What follows belongs to an exercise in optimizing a design on an open flow for small area and a short achievable clock period; a production flow would make more cautious choices. At most, simulation tests tie the RTL to the original design; equivalence was not proved. Only the layout flow was run in run 4; the RTL was not checked for function there.

<file path="design/flow/run.sh">
#!/bin/bash
# synth_recipe.tcl (not shown) runs the flow's synth.tcl, then flattens the netlist and writes it again
# the make line also repeats each setting of config.mk as NAME=value (left out here)
make -C /OpenROAD-flow-scripts/flow DESIGN_CONFIG=/design/flow/config.mk WORK_HOME=/design/flow/orfs CLKGATE_MAP_FILE= SYNTH_SCRIPT=/design/flow/synth_recipe.tcl finish
</file>
<file path="design/flow/config.mk">
export PLATFORM = sky130hd
export DESIGN_NAME = fft_top
export DESIGN_NICKNAME = fft_top
export VERILOG_FILES = /design/flow/design.v
export SDC_FILE = /design/flow/constraint.sdc
export NUM_CORES = 4
export LEC_CHECK = 0
export CAP_MARGIN = 20
export CORE_MARGIN = 2
export CORE_UTILIZATION = 40
export SLEW_MARGIN = 20
</file>
<file path="design/flow/constraint.sdc">
create_clock -name core_clock -period 8.0 [get_ports {clk}]
set_input_delay 1.6000 -clock core_clock [delete_from_list [all_inputs] [get_ports {clk}]]
set_output_delay 1.6000 -clock core_clock [all_outputs]
set_load 0.01 [all_outputs]
</file>
<file path="design/flow/design.v">
`default_nettype none
package fft_types_pkg;
	localparam int SAMPLE_W = 16;
	typedef logic signed [SAMPLE_W-1:0] sample_t;
	localparam int ACC_W = 32;
	typedef logic signed [ACC_W-1:0] acc_t;
	localparam int MAX_LOG2_POINTS = 4;
	localparam int MIN_LOG2_POINTS = 2;
	localparam logic CAP_IDLE = 1'b0;
	localparam logic CAP_COLLECT = 1'b1;
endpackage
`default_nettype wire
`default_nettype none
package fft_twiddle_pkg;
	localparam int FRAC_BITS = 13;
	localparam int TWIDDLE_COUNT = 8;
	localparam logic [16*TWIDDLE_COUNT-1:0] TWIDDLE_RE = {
		16'hE270,
		16'hE95F,
		16'hF3C1,
		16'h0000,
		16'h0C3F,
		16'h16A1,
		16'h1D90,
		16'h2000
	};
	localparam logic [16*TWIDDLE_COUNT-1:0] TWIDDLE_IM = {
		16'hF3C1,
		16'hE95F,
		16'hE270,
		16'hE000,
		16'hE270,
		16'hE95F,
		16'hF3C1,
		16'h0000
	};
endpackage
`default_nettype wire
`default_nettype none
module fft_top (
	input wire clk,
	input wire rst_n,
	input wire stb,
	input wire sop_in,
	input wire [15:0] x_re,
	input wire [15:0] x_im,
	output wire valid_out,
	output wire sop_out,
	output wire [15:0] y_re,
	output wire [15:0] y_im
);
	reg coll;
	reg [2:0] m;
	reg xv;
	reg [2:0] xm;
	reg [12:1] ph;
	reg vo, so;
	wire [2:0] idx = coll ? m : 3'd0;
	wire acc = stb & (coll | sop_in);
	always @(posedge clk or negedge rst_n) begin
		if (!rst_n) begin
			coll <= 1'b0;
			m <= 3'd0;
			xv <= 1'b0;
			xm <= 3'd0;
			ph <= 12'd0;
			vo <= 1'b0;
			so <= 1'b0;
		end else begin
			xv <= acc;
			xm <= idx;
			if (acc) begin
				coll <= (idx != 3'd7);
				m <= idx + 3'd1;
			end
			ph <= {ph[11:1], xv & (xm == 3'd7)};
			vo <= |ph[12:5];
			so <= ph[5];
		end
	end
	assign valid_out = vo;
	assign sop_out = so;
	reg [15:0] xr, xi;
	always @(posedge clk) begin
		xr <= x_re;
		xi <= x_im;
	end
	reg [63:0] lo_r, lo_i, hi_r, hi_i;
	wire p3 = ph[3];
	wire p4 = ph[4];
	wire ps = ph[1] | ph[2];
	wire w2 = p3 | p4;
	wire [15:0] p1r = p3 ? hi_r[32 +: 16] : p4 ? hi_r[48 +: 16] : lo_r[48 +: 16];
	wire [15:0] p1i = p3 ? hi_i[32 +: 16] : p4 ? hi_i[48 +: 16] : lo_i[48 +: 16];
	wire [15:0] f1r = ps ? lo_r[16 +: 16] : p3 ? hi_i[0 +: 16] : p4 ? hi_i[16 +: 16] : xr;
	wire [15:0] f1i = ps ? lo_i[16 +: 16] : p3 ? hi_r[0 +: 16] : p4 ? hi_r[16 +: 16] : xi;
	wire [16:0] sr = {p1r[15], p1r} + {f1r[15], f1r};
	wire [16:0] dr = {p1r[15], p1r} - {f1r[15], f1r};
	wire [16:0] si = {p1i[15], p1i} + {f1i[15], f1i};
	wire [16:0] di = {p1i[15], p1i} - {f1i[15], f1i};
	wire [15:0] a1r = {sr[16], sr[14:0]};
	wire [15:0] b1r = {dr[16], dr[14:0]};
	wire [15:0] a1i = w2 ? {di[16], di[14:0]} : {si[16], si[14:0]};
	wire [15:0] b1i = w2 ? {si[16], si[14:0]} : {di[16], di[14:0]};
	always @(posedge clk) begin
		if (xv | ph[1]) begin
			lo_r <= {lo_r[47:0], xm[2] ? a1r : xr};
			lo_i <= {lo_i[47:0], xm[2] ? a1i : xi};
		end
	end
	always @(posedge clk) begin
		if (xv & xm[2]) begin
			hi_r <= {hi_r[47:0], b1r};
			hi_i <= {hi_i[47:0], b1i};
		end
	end
	reg [63:0] al_r, al_i;
	reg [95:0] bl_r, bl_i;
	always @(posedge clk) begin
		al_r <= {al_r[47:0], a1r};
		al_i <= {al_i[47:0], a1i};
		bl_r <= {bl_r[79:0], b1r};
		bl_i <= {bl_i[79:0], b1i};
	end
	wire [15:0] tqr = p4 ? al_r[0 +: 16] : bl_r[32 +: 16];
	wire [15:0] tqi = p4 ? al_i[0 +: 16] : bl_i[32 +: 16];
	wire [16:0] tu = {tqr[15], tqr} + {tqi[15], tqi};
	wire [16:0] tv = {tqi[15], tqi} - {tqr[15], tqr};
	reg [16:0] ux, uy;
	always @(posedge clk) begin
		ux <= p4 ? tu : tv;
		uy <= p4 ? tv : tu;
	end
	function automatic [29:0] mulc(input [16:0] v);
		reg [29:0] e;
		begin
			e = {{13{v[16]}}, v};
			mulc = (e << 12) + (e << 10) + (e << 9) + (e << 7) + (e << 5) + e;
		end
	endfunction
	wire [29:0] px = mulc(ux);
	wire [29:0] py = mulc(uy);
	reg [16:0] fx, fy;
	reg nx, ny;
	always @(posedge clk) begin
		fx <= px[29:13];
		fy <= py[29:13];
		nx <= |ux[12:0];
		ny <= |uy[12:0];
	end
	wire c5 = ph[5];
	wire c6 = ph[6];
	wire c7 = ph[7];
	wire c8 = ph[8];
	wire cw = c6 | c8;
	wire [15:0] p2r = c5 ? al_r[48 +: 16] : c6 ? al_r[16 +: 16] : c7 ? bl_r[80 +: 16] : bl_r[48 +: 16];
	wire [15:0] p2i = c5 ? al_i[48 +: 16] : c6 ? al_i[16 +: 16] : c7 ? bl_i[80 +: 16] : bl_i[48 +: 16];
	wire [16:0] f2r = c5 ? {al_r[47], al_r[32 +: 16]} : c7 ? {bl_i[79], bl_i[64 +: 16]} : fx;
	wire [16:0] f2i = c5 ? {al_i[47], al_i[32 +: 16]} : c7 ? {bl_r[79], bl_r[64 +: 16]} : fy;
	wire n2r = cw & nx;
	wire n2i = cw & ny;
	wire flip = c7 | c8;
	wire [17:0] e2r = {{2{p2r[15]}}, p2r};
	wire [17:0] e2i = {{2{p2i[15]}}, p2i};
	wire [17:0] g2r = {f2r[16], f2r};
	wire [17:0] g2i = flip ? ~{f2i[16], f2i} : {f2i[16], f2i};
	wire [17:0] ar = e2r + g2r;
	wire [17:0] br = e2r + ~g2r + {17'd0, ~n2r};
	wire [17:0] ai = e2i + g2i + {17'd0, flip & ~n2i};
	wire [17:0] bi = e2i + ~g2i + {17'd0, ~flip & ~n2i};
	reg [63:0] xl_r, xl_i;
	reg [15:0] yr, yi;
	wire cc = c5 | c6 | c7 | c8;
	always @(posedge clk) begin
		xl_r <= {xl_r[47:0], br[17], br[14:0]};
		xl_i <= {xl_i[47:0], bi[17], bi[14:0]};
		yr <= cc ? {ar[17], ar[14:0]} : xl_r[48 +: 16];
		yi <= cc ? {ai[17], ai[14:0]} : xl_i[48 +: 16];
	end
	assign y_re = yr;
	assign y_im = yi;
endmodule
`default_nettype wire
</file>
==> results of run 1 <==
==> sequential cells by signal, summed over array words and instances (netlist names), 60 cells and up <==
| register | flops |
|---|---|
| xl_r | 64 |
| hi_i | 64 |
| hi_r | 64 |
| lo_i | 64 |
| al_i | 63 |
| al_r | 60 |
| bl_r | 96 |
| lo_r | 64 |
| xl_i | 64 |
| bl_i | 93 |
==> worst reg2reg max path: cells and delay by family, from the launching register on <==
kind	cells	cell delay, ns
AOI/OAI and AO/OA	8	2.12
adders and majority gates	2	0.72
buffers and inverters	2	0.69
DFF	1	0.82
muxes	1	0.39
and+or+nand+nor	2	0.24
==> synthesized netlist by cell type, types with 6 or more instances <==
cell       number
o211ai_1       10
edfxtp_1      256
and3_1          8
buf_1          25
ha_1          245
o31ai_1        18
nand2b_1       20
xor2_1         40
a22oi_1        15
a211oi_1       12
nand4_1        10
a21o_1         35
clkbuf_1       96
fa_1          123
o21ai_1        26
nor2_1        192
dfxtp_1       573
nand3_1        25
o41ai_1         8
or2_2           9
xnor2_1       127
nor4_1          8
and2_1         53
mux2_2         59
dfrtp_1        21
a21oi_1       172
or2_1           7
a2111oi_0       6
or3_1          14
nor3_1         46
nor2b_1        44
inv_1         353
mux2i_1       150
a31oi_1        17
o21ai_0       156
nand2_1       287
o21a_1         22
o21bai_1       27
buf_2           8
==> how the worst max path moves through the flow <==
stage | start | to | slack [ns]
after floorplan | uy[0]$_DFF_P_ | fy[16]$_DFF_P_ | 3.81
after global placement | ph[5]$_DFF_PN0_ | yi[14]$_DFF_P_ | 2.92
after detailed placement | ph[5]$_DFF_PN0_ | yi[14]$_DFF_P_ | 2.81
after CTS | ph[5]$_DFF_PN0_ | yi[14]$_DFF_P_ | 2.80
after global routing | ph[5]$_DFF_PN0_ | yi[14]$_DFF_P_ | 2.40
final | ph[5]$_DFF_PN0_ | yi[14]$_DFF_P_ | 2.94
==> logic make-up (layout without fill, tap and decap cells) <==
group | Yosys count | count (layout) | share of synthesized area [%]
mux | 209 | 209 | 5.735
xor+xnor | 167 | 167 | 3.873
flops | 850 | 850 | 52.12
fa+ha+maj | 368 | 368 | 14.64
simple gates | 735 | 735 | 8.826
compound gates | 598 | 598 | 9.939
other cells | 0 | 3 | 0
buf+inv | 486 | 602 | 4.870
==> cell type report <==
| type | instances | share of cell area (%) |
|---|---|---|
| Sequential cell | 850 | 46.04 |
| Multi-Input combinational cell | 2077 | 38.01 |
| Clock buffer | 111 | 5.728 |
| Tap cell | 1254 | 3.667 |
| Inverter | 356 | 3.126 |
| Timing Repair Buffer | 84 | 1.877 |
| Clock inverter | 51 | 1.535 |
| Antenna cell | 3 | 0.01754 |
==> through the flow <==
stage | util (%) | setup WS, ns
detailed placement | 42.44 | 2.808
floorplan | - | 3.809
global route | 45.77 | 2.396
finish | 45.78 | 2.941
CTS | 45.77 | 2.798
global placement | 42.44 | 2.921
==> per-layer routing <==
layer	GRT usage [%]	vias to the layer above	share of wire, %
li1	-	11600	-
met1	23.64	10920	49
met2	26.07	424	44
met3	2.243	131	3.9
met4	5.007	0	2.5
met5	0	-	0
==> results.json, run 1 <==
{
  "max_freq_mhz": 197.6,
  "cts_tree": "built",
  "antenna_found_initial": 2,
  "mostFrequentLayoutCells": "573 x dfxtp_1, 353 x inv_1, 287 x nand2_1",
  "wl_microns": 80500,
  "final_common_cell": "dfxtp_1",
  "dpl_cell_area_sq_um": 39670,
  "synth_area_sq_um": 37770,
  "critPathLaunchType": "flop",
  "grt_pass1_wl_microns": 126600,
  "avgSynthCellArea_sq_um": 11.07,
  "drt_iter0_drc": 1103,
  "worst_skew_pair.late_latency_ns": 0.67,
  "post_drt_wl_per_cell_microns": 16.82,
  "start_util_pct": 40.40,
  "synthTopCellsByArea": "dfxtp_1 30%, edfxtp_1 20%, ha_1 8.1%",
  "yosys.area.top_type": "dfxtp_1",
  "path_depth": 15,
  "min_delay_worst_endpoint": "bl_i[24]$_DFF_P_",
  "drive_gt1_share_pct": 7.226,
  "grt_util_all_layers_pct": 16.54,
  "syn_inst": 3413,
  "stdcell_area_sq_um": 42790,
  "crit_top_cell": "fa_1",
  "final_nets": 3859,
  "synth_cell_types": 77,
  "cp_top_family": "compound AO/OA/AOI/OAI gates",
  "synth_edf_count": 256,
  "die-area_sq_um": 96890,
  "tightest_slew_ns": 1.088,
  "clockBufferDepth": 3,
  "h-tree-depth": 3,
  "required_ns": 8.56,
  "ys_async_sr_fraction_pct": 2.471,
  "path_cells": "buf_4, mux2_2, a22o_1, a21oi_1, fa_1, inv_1, fa_1, nor2b_1, o21a_1, o211ai_1, a31oi_1, a41oi_1, a2111oi_0, nor3_1, o31ai_1",
  "relSlewSlack_pct": 27.49,
  "area_growth_pct": 13.30,
  "place_congestion": 0.8595,
  "cts_inserted_buffers": 86,
  "path_class": "flop to flop",
  "overflow": 0,
  "max_cap_violations": 0,
  "path_max_fanout": 74,
  "drc": 0,
  "synth-seq-cells": 850,
  "reg2reg_slack_ns": 2.94,
  "yosysSeqAreaShare_pct": 52.12,
  "fillCellCount": 8653,
  "final_cells": 4786,
  "grt_pass1_vias": 22540,
  "finalClockSkew_ns": 0.03926,
  "fin_setup_tns_ns": 0,
  "core_sq_um": 93470,
  "io_buffers": 69,
  "synth_nets": 3817,
  "die_height_microns": 311.3,
  "drt-vias-per-instance": 4.822,
  "post-route-period-util_pct": 63.24,
  "num_rows": 112,
  "cts-root-buf": "clkbuf_16",
  "crit-reg2reg-capture": "yi[14]$_DFF_P_",
  "dp_hpwl_microns": 59800,
  "cp.buffers_inverters": 2,
  "grt_start_max_net_pins": 79,
  "min_period_ns": 5.059,
  "drt_pass1_iterations": 6,
  "synth_warnings": 1,
  "crit_slowest_cell": "dfrtp_4",
  "multiInputGateArea_sq_um": 16270,
  "cts_sinks": 850,
  "design.portCount": 70,
  "ant_nets": 0,
  "finalSetupViolations": 0,
  "end_kind": "flop",
  "synth_ff_type": "dfxtp_1",
  "min_delay_path_depth": 0,
  "hold_viol": 0,
  "num_vias": 23080,
  "dp_cells": 4621,
  "r2r_start": "ph[5]$_DFF_PN0_",
  "rsz0062_at_grt": "no",
  "hp-class": "flop to flop",
  "hold_start": "bl_i[8]$_DFF_P_",
  "reg2regPathDepth": 15,
  "timing.hold.ws_ns": 0.3172,
  "status": "complete, no violations",
  "ff_latch_area_sq_um": 19700,
  "worstPathArrival_ns": 5.62,
  "ctsResizeCount": 0,
  "clk_pin_slew_ns": 0.06,
  "post_cts.repair.setup_buffers": 0,
  "fp.dieW_microns": 311.3,
  "synth_top_area_share_pct": 30.37,
  "drv_slew": 0,
  "ctsHoldBuffers": 0,
  "max_stage_delay_ns": 0.82
}
==> inputs of run 2 (changes only) <==
--- a/design/flow/config.mk
+++ b/design/flow/config.mk
@@ -8,4 +8,5 @@
 export CAP_MARGIN = 20
 export CORE_MARGIN = 2
 export CORE_UTILIZATION = 40
+export SETUP_SLACK_MARGIN = 5
 export SLEW_MARGIN = 20
==> run 2 against run 1 <==
- critical path depth is 3 higher
- still clean on timing, DRC and antenna
- register-to-register slack improved by 0.93 ns
- first-iteration DRC count is 56% higher
- worst setup slack better by 0.93 ns
- cell area up 16%
==> results.json, run 2 <==
{
  "clockBufferDepth": 3,
  "die-area_sq_um": 96890,
  "tightest_slew_ns": 1.003,
  "drive_gt1_share_pct": 27.35,
  "antenna_found_initial": 4,
  "drc": 0,
  "regMostFlops": "bl_r",
  "yosys.area.top_type": "dfxtp_1",
  "synth_nets": 3817,
  "syn_inst": 3413,
  "hold_viol": 0,
  "post-route-period-util_pct": 51.64,
  "place_congestion": 0.8861,
  "max_cap_violations": 0,
  "io_buffers": 69,
  "critPathLaunchType": "flop",
  "wl_microns": 95260,
  "synth_top_area_share_pct": 30.37,
  "avgSynthCellArea_sq_um": 11.07,
  "cts-root-buf": "clkbuf_16",
  "grt_pass1_wl_microns": 142700,
  "synth_warnings": 1,
  "hp-class": "flop to flop",
  "final_nets": 4184,
  "synth_edf_count": 256,
  "ys_async_sr_fraction_pct": 2.471,
  "finalSetupViolations": 0,
  "yosysMostFrequentCell": "dfxtp_1",
  "ctsHoldBuffers": 0,
  "drt_pass1_iterations": 6,
  "largest_reg_flops": 96,
  "post_drt_wl_per_cell_microns": 18.62,
  "relSlewSlack_pct": 33.12,
  "max_freq_mhz": 242.1,
  "required_ns": 8.58,
  "cts_sinks": 850,
  "num_vias": 25450,
  "overflow": 0,
  "path_class": "flop to flop",
  "grt_start_max_net_pins": 68,
  "synth_commonest_cells": "573 x dfxtp_1, 353 x inv_1, 287 x nand2_1",
  "mostFrequentLayoutCells": "555 x dfxtp_1, 320 x inv_1, 282 x nand2_1",
  "area_growth_pct": 30.88,
  "fp.dieW_microns": 311.3,
  "status": "complete, no violations",
  "top_regs": "bl_r x96, bl_i x93",
  "synth_ff_type": "dfxtp_1",
  "yosysSeqAreaShare_pct": 52.12,
  "synth_area_sq_um": 37770,
  "ant_nets": 0,
  "dp_hpwl_microns": 60610,
  "min_period_ns": 4.131,
  "num_rows": 112,
  "final_common_cell": "dfxtp_1",
  "finalClockSkew_ns": 0.02840,
  "drt-vias-per-instance": 4.975,
  "drv_slew": 0,
  "rsz0062_at_grt": "yes",
  "cts_inserted_buffers": 90,
  "clk_pin_slew_ns": 0.06,
  "design.portCount": 70,
  "fin_setup_tns_ns": 0,
  "drt_iter0_drc": 1716,
  "grt_pass1_vias": 25000,
  "die_height_microns": 311.3,
  "core_sq_um": 93470,
  "h-tree-depth": 3,
  "start_util_pct": 40.40,
  "path_max_fanout": 3,
  "grt_util_all_layers_pct": 18.85,
  "worst_skew_pair.late_latency_ns": 0.66,
  "synth-seq-cells": 850,
  "cts_tree": "built",
  "end_kind": "flop",
  "synth_cell_types": 77,
  "worstPathArrival_ns": 4.71,
  "synthTopCellsByArea": "dfxtp_1 30%, edfxtp_1 20%, ha_1 8.1%"
}
run 2: layout make-up:
type	instances	area, sq um
fillers	7868	44040
flip-flops and latches	850	19730
multi-input cells	2079	19470
repair buffers	403	4111
clock buffers	121	2604
well taps	1254	1569
inverters	356	1351
clock inverters	49	586.8
diodes	3	7.507
run 2: cells by family after synthesis:
logic type,after synthesis,synth area share (%)
adder cells (fa/ha/maj),368,14.64
XOR/XNOR,167,3.873
flip-flops,850,52.12
AO/OA/AOI/OAI,598,9.939
AND/OR/NAND/NOR,735,8.826
buffers and inverters,486,4.870
multiplexers,209,5.735
run 2: metrics by stage:
stage | hold WS [ns] | cell area (sq um) | utilization, % | setup WS, ns | instances
6_report | 0.3208 | 49430 | 52.88 | 3.869 | 5115
5_1_grt | 0.3245 | 49420 | 52.87 | 3.708 | 5112
2_1_floorplan | 0.3096 | 38830 | - | 4.055 | 3413
3_5_place_dp | 0.3121 | 40330 | 43.15 | 3.487 | 4621
3_3_place_gp | 0.3097 | 40330 | 43.15 | 3.535 | 4621
4_1_cts | 0.3088 | 47540 | 50.86 | 3.807 | 5011
run 2: critical path, stage by stage (launching register included):
cell        delay [ns]
dfxtp_4           0.36
clkinvlp_4        0.12
buf_12            0.15
fa_1              0.48
inv_1             0.06
fa_1              0.48
inv_1             0.05
fa_1              0.49
inv_2             0.04
ha_4              0.21
a211oi_2          0.18
o31a_1            0.26
o31ai_4           0.10
buf_6             0.14
o211a_1           0.21
o21a_1            0.20
or2_4             0.24
a21oi_2           0.15
xnor2_1           0.13
run 2: final timing paths:
path / from / endpoint / slack [ns] / cells after the start
worst max-delay path: uy[0]$_DFF_P_ / fx[7]$_DFF_P_ / 3.87 / 18
worst min-delay path: bl_i[21]$_DFF_P_ / bl_i[37]$_DFF_P_ / 0.32 / 0
worst max register to register: uy[0]$_DFF_P_ / fx[7]$_DFF_P_ / 3.87 / 18
worst min register to register: bl_i[21]$_DFF_P_ / bl_i[37]$_DFF_P_ / 0.32 / 0
max in group asynchronous: rst_n / ph[7]$_DFF_PN0_ / 6.36 / 2
min in group asynchronous: rst_n / ph[4]$_DFF_PN0_ / 1.31 / 2
run 2: timing repair:
item	4_1_cts	5_1_grt
gates resized for setup	477	249
setup endpoints to repair	264	191
gates cloned	14	0
setup buffers	206	101
pin swaps	226	198
run 2: routing by layer:
| layer | GRT usage, % | routed length, microns | up-vias |
|---|---|---|---|
| met4 | 5.786 | 3007 | 0 |
| met1 | 25.48 | 42960 | 12380 |
| met2 | 30.82 | 44660 | 626 |
| li1 | - | - | 12260 |
| met3 | 3.308 | 4628 | 180 |
| met5 | 0 | 0 | - |
==> inputs of run 3 (changes only) <==
--- a/design/flow/config.mk
+++ b/design/flow/config.mk
@@ -7,6 +7,6 @@
 export LEC_CHECK = 0
 export CAP_MARGIN = 20
 export CORE_MARGIN = 2
-export CORE_UTILIZATION = 40
+export CORE_UTILIZATION = 65
 export SETUP_SLACK_MARGIN = 5
 export SLEW_MARGIN = 20
==> run 3 against run 2 <==
- still clean on timing, DRC and antenna
- worst setup slack got worse by 0.057 ns
- critical path type unchanged
- cell count fell by 9.3%
- non-clock buffer count rose by 33
- global-route usage rose by 15 points
==> results.json, run 3 <==
{
  "finalClockSkew_ns": 0.02173,
  "grt_util_all_layers_pct": 33.76,
  "post_drt_wl_per_cell_microns": 25.71,
  "synth_nets": 3817,
  "clk_pin_slew_ns": 0.07,
  "grt_pass1_wl_microns": 155500,
  "synth-seq-cells": 850,
  "core_sq_um": 57590,
  "cts_sinks": 850,
  "crit-reg2reg-capture": "fy[13]$_DFF_P_",
  "dp_hpwl_microns": 61830,
  "die-area_sq_um": 60050,
  "grt_start_max_net_pins": 77,
  "area_growth_pct": 29.96,
  "diodes": 0,
  "cts-root-buf": "clkbuf_16",
  "h-tree-depth": 3,
  "wl_microns": 119300,
  "finalSetupViolations": 0,
  "hold_viol": 0,
  "yosysSeqAreaShare_pct": 52.12,
  "design.portCount": 70,
  "synth_warnings": 1,
  "ys_async_sr_fraction_pct": 2.471,
  "syn_inst": 3413,
  "synth_top_area_share_pct": 30.37,
  "synth_cell_types": 77,
  "num_vias": 28650,
  "reg2reg_slack_ns": 3.81,
  "start_util_pct": 65.58,
  "synth_area_sq_um": 37770,
  "synth_edf_count": 256,
  "drt-vias-per-instance": 6.173,
  "path_max_fanout": 5,
  "fp.dieW_microns": 245.0,
  "cts_tree": "built",
  "avgSynthCellArea_sq_um": 11.07,
  "hp-class": "flop to flop",
  "max_cap_violations": 0,
  "synthTopCellsByArea": "dfxtp_1 30%, edfxtp_1 20%, ha_1 8.1%",
  "place_congestion": 0.9025,
  "status": "complete, no violations",
  "worst_skew_pair.late_latency_ns": 0.65,
  "end_kind": "flop",
  "regMostFlops": "bl_r",
  "drc": 0,
  "hold_start": "xl_i[25]$_DFF_P_",
  "worstPathArrival_ns": 4.71,
  "die_height_microns": 245.0,
  "tightest_slew_ns": 0.8980,
  "min_delay_worst_endpoint": "xl_i[41]$_DFF_P_",
  "num_rows": 88,
  "r2r_start": "uy[4]$_DFF_P_",
  "ant_nets": 0,
  "mostFrequentLayoutCells": "554 x dfxtp_1, 324 x inv_1, 271 x nand2_1",
  "rsz0062_at_grt": "yes",
  "dp_cells": 4132,
  "place_ws_ns": 3.273,
  "post-route-period-util_pct": 52.36,
  "path_class": "flop to flop",
  "relSlewSlack_pct": 40.14,
  "drive_gt1_share_pct": 28.25,
  "io_buffers": 69,
  "final_common_cell": "dfxtp_1",
  "drt_iter0_drc": 2945,
  "reg2regPathDepth": 16,
  "yosys.area.top_type": "dfxtp_1",
  "grt_pass1_vias": 27520,
  "final_nets": 4211,
  "cts_inserted_buffers": 82,
  "drt_pass1_iterations": 6,
  "drv_slew": 0,
  "top_regs": "bl_r x96, bl_i x93",
  "synth_ff_type": "dfxtp_1",
  "critPathLaunchType": "flop",
  "required_ns": 8.52,
  "fin_setup_tns_ns": 0,
  "clockBufferDepth": 3,
  "max_freq_mhz": 238.8,
  "yosysMostFrequentCell": "dfxtp_1",
  "setup_slack_ns": 3.812,
  "overflow": 0,
  "final_cells": 4641,
  "min_period_ns": 4.188,
  "antenna_found_initial": 1,
  "synth_commonest_cells": "573 x dfxtp_1, 353 x inv_1, 287 x nand2_1",
  "min_delay_path_depth": 0,
  "largest_reg_flops": 96
}
[run 3: through the flow]
step	hold WS, ns	util (%)	area [sq um]
2_1_floorplan	0.3096	-	38830
3_3_place_gp	0.3096	68.97	39710
3_5_place_dp	0.3121	68.97	39710
4_1_cts	0.3135	81.09	46690
5_1_grt	0.3275	85.23	49080
6_report	0.3206	85.23	49080
[run 3: cell families (layout without fill, tap and decap cells)]
group                      after synthesis  in the layout  share of synthesized area (%)
xor gates and xnor gates               167            167                          3.873
AOI/OAI and AO/OA                      598            598                          9.939
DFF                                    850            850                          52.12
and+or+nand+nor                        735            739                          8.826
muxes                                  209            209                          5.735
adders and majority gates              368            368                          14.64
buffers and inverters                  486            945                          4.870
[run 3: routing by layer]
metal | vias to the layer above | GRT usage [%] | wire length [microns]
met5 | - | 0 | 39
met4 | 4 | 16.89 | 8580
met3 | 572 | 4.702 | 9915
met2 | 1845 | 58.59 | 57250
met1 | 13920 | 41.28 | 43510
li1 | 12310 | - | -
[run 3: what timing repair did]
| action | 4_1_cts | 5_1_grt |
|---|---|---|
| endpoints found under the setup margin | 270 | 250 |
| hold buffers | 0 | 0 |
| gates cloned | 16 | 4 |
| pin swaps | 216 | 214 |
| buffers inserted | 216 | 119 |
| gates resized for setup | 493 | 288 |
[run 3: final cells by class]
type                       instances  area [sq um]
clock inverter                    34         405.4
clock buffer                     119          2427
inverter                         356          1353
fill                            2667          8504
sequential                       850         19740
timing repair buffer             436          4513
multi-input combinational       2081         19690
tap                              765         957.2
[run 3: worst max-delay path by stage]
stage | from | endpoint | slack, ns
2_1_floorplan | uy[0]$_DFF_P_ | fy[16]$_DFF_P_ | 4.06
3_3_place_gp | ph[4]$_DFF_PN0_ | lo_r[15]$_DFFE_PP_ | 3.38
3_5_place_dp | ph[4]$_DFF_PN0_ | lo_r[15]$_DFFE_PP_ | 3.27
4_1_cts | uy[0]$_DFF_P_ | fy[16]$_DFF_P_ | 3.83
5_1_grt | uy[4]$_DFF_P_ | fy[13]$_DFF_P_ | 3.65
6_report | uy[4]$_DFF_P_ | fy[13]$_DFF_P_ | 3.81
[run 3: critical path: stages (launching register included)]
cell,delay [ns]
dfxtp_1,0.50
inv_2,0.16
fa_1,0.51
inv_1,0.05
fa_1,0.47
inv_1,0.05
fa_1,0.48
inv_1,0.04
ha_1,0.38
nand3_1,0.16
a211oi_2,0.37
o31ai_4,0.10
buf_4,0.15
a21oi_2,0.14
o31a_1,0.20
mux2i_1,0.22
nand2_1,0.07
==> inputs of run 4 (changes only) <==
--- a/design/flow/design.v
+++ b/design/flow/design.v
@@ -93,15 +93,15 @@
 	wire [15:0] p1r = p3 ? hi_r[32 +: 16] : p4 ? hi_r[48 +: 16] : lo_r[48 +: 16];
 	wire [15:0] p1i = p3 ? hi_i[32 +: 16] : p4 ? hi_i[48 +: 16] : lo_i[48 +: 16];
 	wire [15:0] f1r = ps ? lo_r[16 +: 16] : p3 ? hi_i[0 +: 16] : p4 ? hi_i[16 +: 16] : xr;
-	wire [15:0] f1i = ps ? lo_i[16 +: 16] : p3 ? hi_r[0 +: 16] : p4 ? hi_r[16 +: 16] : xi;
+	wire [15:0] f1i = ps ? lo_i[16 +: 16] : p3 ? ~hi_r[0 +: 16] : p4 ? ~hi_r[16 +: 16] : xi;
 	wire [16:0] sr = {p1r[15], p1r} + {f1r[15], f1r};
-	wire [16:0] dr = {p1r[15], p1r} - {f1r[15], f1r};
-	wire [16:0] si = {p1i[15], p1i} + {f1i[15], f1i};
-	wire [16:0] di = {p1i[15], p1i} - {f1i[15], f1i};
+	wire [16:0] dr = {p1r[15], p1r} + ~{f1r[15], f1r} + 17'd1;
+	wire [16:0] si = {p1i[15], p1i} + {f1i[15], f1i} + {16'd0, w2};
+	wire [16:0] di = {p1i[15], p1i} + ~{f1i[15], f1i} + {16'd0, ~w2};
 	wire [15:0] a1r = {sr[16], sr[14:0]};
 	wire [15:0] b1r = {dr[16], dr[14:0]};
-	wire [15:0] a1i = w2 ? {di[16], di[14:0]} : {si[16], si[14:0]};
-	wire [15:0] b1i = w2 ? {si[16], si[14:0]} : {di[16], di[14:0]};
+	wire [15:0] a1i = {si[16], si[14:0]};
+	wire [15:0] b1i = {di[16], di[14:0]};
 	always @(posedge clk) begin
 		if (xv | ph[1]) begin
 			lo_r <= {lo_r[47:0], xm[2] ? a1r : xr};
@@ -126,20 +126,28 @@
 	wire [15:0] tqi = p4 ? al_i[0 +: 16] : bl_i[32 +: 16];
 	wire [16:0] tu = {tqr[15], tqr} + {tqi[15], tqi};
 	wire [16:0] tv = {tqi[15], tqi} - {tqr[15], tqr};
+	wire [19:0] er = {{4{tqr[15]}}, tqr};
+	wire [19:0] ei = {{4{tqi[15]}}, tqi};
+	wire [19:0] tu5 = er + (er << 2) + ei + (ei << 2);
+	wire [19:0] tv5 = ei + (ei << 2) - er - (er << 2);
 	reg [16:0] ux, uy;
+	reg [19:0] ux5, uy5;
 	always @(posedge clk) begin
 		ux <= p4 ? tu : tv;
 		uy <= p4 ? tv : tu;
+		ux5 <= p4 ? tu5 : tv5;
+		uy5 <= p4 ? tv5 : tu5;
 	end
-	function automatic [29:0] mulc(input [16:0] v);
-		reg [29:0] e;
+	function automatic [29:0] mulc(input [16:0] v, input [19:0] v5);
+		reg [29:0] e, e5;
 		begin
 			e = {{13{v[16]}}, v};
-			mulc = (e << 12) + (e << 10) + (e << 9) + (e << 7) + (e << 5) + e;
+			e5 = {{10{v5[19]}}, v5};
+			mulc = (e5 << 10) + (e5 << 5) + (e << 9) + e;
 		end
 	endfunction
-	wire [29:0] px = mulc(ux);
-	wire [29:0] py = mulc(uy);
+	wire [29:0] px = mulc(ux, ux5);
+	wire [29:0] py = mulc(uy, uy5);
 	reg [16:0] fx, fy;
 	reg nx, ny;
 	always @(posedge clk) begin
@@ -156,14 +164,14 @@
 	wire [15:0] p2r = c5 ? al_r[48 +: 16] : c6 ? al_r[16 +: 16] : c7 ? bl_r[80 +: 16] : bl_r[48 +: 16];
 	wire [15:0] p2i = c5 ? al_i[48 +: 16] : c6 ? al_i[16 +: 16] : c7 ? bl_i[80 +: 16] : bl_i[48 +: 16];
 	wire [16:0] f2r = c5 ? {al_r[47], al_r[32 +: 16]} : c7 ? {bl_i[79], bl_i[64 +: 16]} : fx;
-	wire [16:0] f2i = c5 ? {al_i[47], al_i[32 +: 16]} : c7 ? {bl_r[79], bl_r[64 +: 16]} : fy;
+	wire [16:0] f2i = c5 ? {al_i[47], al_i[32 +: 16]} : c7 ? ~{bl_r[79], bl_r[64 +: 16]} : c8 ? ~fy : fy;
 	wire n2r = cw & nx;
 	wire n2i = cw & ny;
 	wire flip = c7 | c8;
 	wire [17:0] e2r = {{2{p2r[15]}}, p2r};
 	wire [17:0] e2i = {{2{p2i[15]}}, p2i};
 	wire [17:0] g2r = {f2r[16], f2r};
-	wire [17:0] g2i = flip ? ~{f2i[16], f2i} : {f2i[16], f2i};
+	wire [17:0] g2i = {f2i[16], f2i};
 	wire [17:0] ar = e2r + g2r;
 	wire [17:0] br = e2r + ~g2r + {17'd0, ~n2r};
 	wire [17:0] ai = e2i + g2i + {17'd0, flip & ~n2i};
--- a/design/flow/config.mk
+++ b/design/flow/config.mk
@@ -7,6 +7,6 @@
 export LEC_CHECK = 0
 export CAP_MARGIN = 20
 export CORE_MARGIN = 2
-export CORE_UTILIZATION = 65
+export CORE_UTILIZATION = 40
 export SETUP_SLACK_MARGIN = 5
 export SLEW_MARGIN = 20
==> run 4 against run 3 <==
- synthesized area is 6.7% higher
- worst hold slack worse by 0.011 ns
- critical path depth is 2 lower
- cell count is 18% higher
- utilization is 31 points lower
- clock skew is 0.017 ns higher
- synthesized cell count is 6.9% higher
- critical path type unchanged
- highest routed layer unchanged
==> results.json, run 4 <==
{
  "syn_inst": 3648,
  "max_cap_violations": 0,
  "final_nets": 4534,
  "final_util_pct": 54.31,
  "num_vias": 27910,
  "path_class": "flop to flop",
  "drc": 0,
  "avgSynthCellArea_sq_um": 11.04,
  "wl_microns": 110700,
  "hold_viol": 0,
  "clk_pin_slew_ns": 0.07,
  "setup_slack_ns": 3.882,
  "post_drt_wl_per_cell_microns": 20.27,
  "overflow": 0,
  "drive_gt1_share_pct": 33.27,
  "yosysMostFrequentCell": "dfxtp_1",
  "finalClockSkew_ns": 0.03874,
  "relSlewSlack_pct": 30.73,
  "start_util_pct": 40.28,
  "finalSetupViolations": 0,
  "grt_util_all_layers_pct": 21.04,
  "antenna_found_initial": 7,
  "tightest_slew_ns": 1.039,
  "synth_top_area_share_pct": 30.31,
  "drt_iter0_drc": 1715,
  "grt_start_max_net_pins": 83,
  "grt_pass1_vias": 28110,
  "place_congestion": 0.8891,
  "top_regs": "bl_r x96, bl_i x92",
  "synth_warnings": 1,
  "final_common_cell": "dfxtp_1",
  "drt-vias-per-instance": 5.107,
  "ant_nets": 0,
  "worstPathArrival_ns": 4.70,
  "synth_edf_count": 256,
  "regMostFlops": "bl_r",
  "h-tree-depth": 3,
  "required_ns": 8.58,
  "cts_sinks": 887,
  "min_period_ns": 4.118,
  "worst_skew_pair.late_latency_ns": 0.69,
  "fp.dieW_microns": 321.3,
  "rsz0062_at_grt": "yes",
  "place_ws_ns": 2.847,
  "synth_nets": 4092,
  "end_kind": "flop",
  "cts_tree": "built",
  "synth_area_sq_um": 40280,
  "fillCellCount": 8207,
  "synth_commonest_cells": "610 x dfxtp_1, 329 x inv_1, 310 x nand2_1",
  "die-area_sq_um": 103300,
  "ctsHoldBuffers": 0,
  "path_max_fanout": 5,
  "drv_slew": 0,
  "yosys.area.top_type": "dfxtp_1",
  "area_growth_pct": 34.82,
  "io_buffers": 69,
  "synth_cell_types": 85,
  "num_rows": 116,
  "die_height_microns": 321.3,
  "post-route-period-util_pct": 51.48,
  "critPathLaunchType": "flop",
  "mostFrequentLayoutCells": "581 x dfxtp_1, 290 x nand2_1, 270 x buf_4",
  "ys_async_sr_fraction_pct": 2.368,
  "status": "complete, no violations",
  "synth-seq-cells": 887,
  "cts-root-buf": "clkbuf_16",
  "clockBufferDepth": 3,
  "fin_setup_tns_ns": 0,
  "cts_inserted_buffers": 91,
  "synth_ff_type": "dfxtp_1",
  "core_sq_um": 100000,
  "synthTopCellsByArea": "dfxtp_1 30%, edfxtp_1 19%, ha_1 8.2%",
  "drt_pass1_iterations": 5,
  "grt_pass1_wl_microns": 166500,
  "largest_reg_flops": 96,
  "max_freq_mhz": 242.8,
  "yosysSeqAreaShare_pct": 50.70,
  "dp_hpwl_microns": 73080,
  "hp-class": "flop to flop",
  "design.portCount": 70
}
## run 4: cell count changes in the layout (fill, tap and decap cells not counted), sizes merged, moves of 21 or more
cell,change
xor2,+26
a211oi,+26
nor2,+31
fa,+21
buf,+53
and2,-31
nand2,+23
inv,-26
dfxtp,+37
## run 4: stage by stage
| stage | instance area [sq um] | hold slack (ns) | instances |
|---|---|---|---|
| after CTS | 52030 | 0.3087 | 5352 |
| after floorplan | 41140 | 0.3096 | 3648 |
| after global routing | 54300 | 0.3240 | 5461 |
| final | 54310 | 0.3095 | 5464 |
| after detailed placement | 42860 | 0.3121 | 4900 |
| after global placement | 42860 | 0.3096 | 4900 |
## run 4: layout make-up
| type | instances | area (sq um) | share of cell area [%] |
|---|---|---|---|
| multi-input cells | 2300 | 22990 | 42.32 |
| clock inverters | 38 | 419.2 | 0.7718 |
| clock buffers | 128 | 2663 | 4.902 |
| well taps | 1298 | 1624 | 2.990 |
| diodes | 3 | 7.507 | 0.01382 |
| flip-flops and latches | 887 | 20490 | 37.73 |
| inverters | 330 | 1289 | 2.373 |
| repair buffers | 480 | 4831 | 8.895 |
## run 4: final timing paths
kind	to	startpoint	depth (start not counted)	slack, ns
setup / recovery	uy5[12]$_DFF_P_	ph[4]$_DFF_PN0_	14	3.88
hold reg to reg	xl_r[42]$_DFF_P_	xl_r[26]$_DFF_P_	0	0.31
setup reg to reg	uy5[12]$_DFF_P_	ph[4]$_DFF_PN0_	14	3.88
hold / removal	xl_r[42]$_DFF_P_	xl_r[26]$_DFF_P_	0	0.31
min in group asynchronous	ph[8]$_DFF_PN0_	rst_n	2	1.31
max in group asynchronous	ph[4]$_DFF_PN0_	rst_n	2	6.33
## run 4: logic make-up after synthesis
group / share of synthesized area (%)
fa+ha+maj: 15.36
flops: 50.70
compound gates: 11.02
buf+inv: 4.420
mux: 5.457
xor+xnor: 4.218
simple gates: 8.827
## run 4: per-layer routing
layer	track usage (%)	wire [microns]
met1	28.19	49690
met2	35.15	52750
met3	2.613	4394
met4	7.207	3898
met5	0	13
## run 4: worst max-delay path: stages, from the launching register on
cell and delay [ns]:
dfrtp_4 0.58, buf_16 0.18, buf_12 0.13, mux2i_4 0.19, fa_2 0.64, fa_2 0.49
fa_2 0.39, nor2b_4 0.16, o2111ai_4 0.15, a311oi_4 0.31, buf_4 0.18, o21a_1 0.18
nor2_2 0.05, xnor2_1 0.13, mux2_2 0.27
## run 4: repair_timing
item | CTS | global route
setup buffers | 271 | 109
pin swaps | 307 | 215
setup endpoints to repair | 368 | 222
cloned | 15 | 0
gates resized for setup | 825 | 303
hold endpoints to repair | 0 | 0

## what the ideal ports hide
In the flow no input, the clock included, has a driving cell. The finished layouts below were timed again as built, in two steps.
Step 1: set_driving_cell puts a clkbuf_16 on clk and a buf_2 on each other input, an assumption about the parent block.
Step 2 adds t to the input delays and takes it off the output delays; t is the mean of the earliest and latest rising clock arrival at the registers after step 1. Input paths then give back, and output paths get back, about the clock's delay inside the block.
Three values: ideal ports, drivers, drivers and shift; two values: the first two.
run	shift t [ns]	slack for setup (ns)	slew at the worst register clock pin (ns)	cell pins on the clock port's net
run 1	0.720	2.941 / 2.941 / 2.941	0.07 / 0.07	1
run 2	0.720	3.869 / 3.869 / 3.869	0.07 / 0.07	1
run 3	0.698	3.812 / 3.812 / 3.812	0.07 / 0.07	1
run 4	0.740	3.882 / 3.882 / 3.882	0.07 / 0.07	1
After both steps every run listed still meets setup and hold.
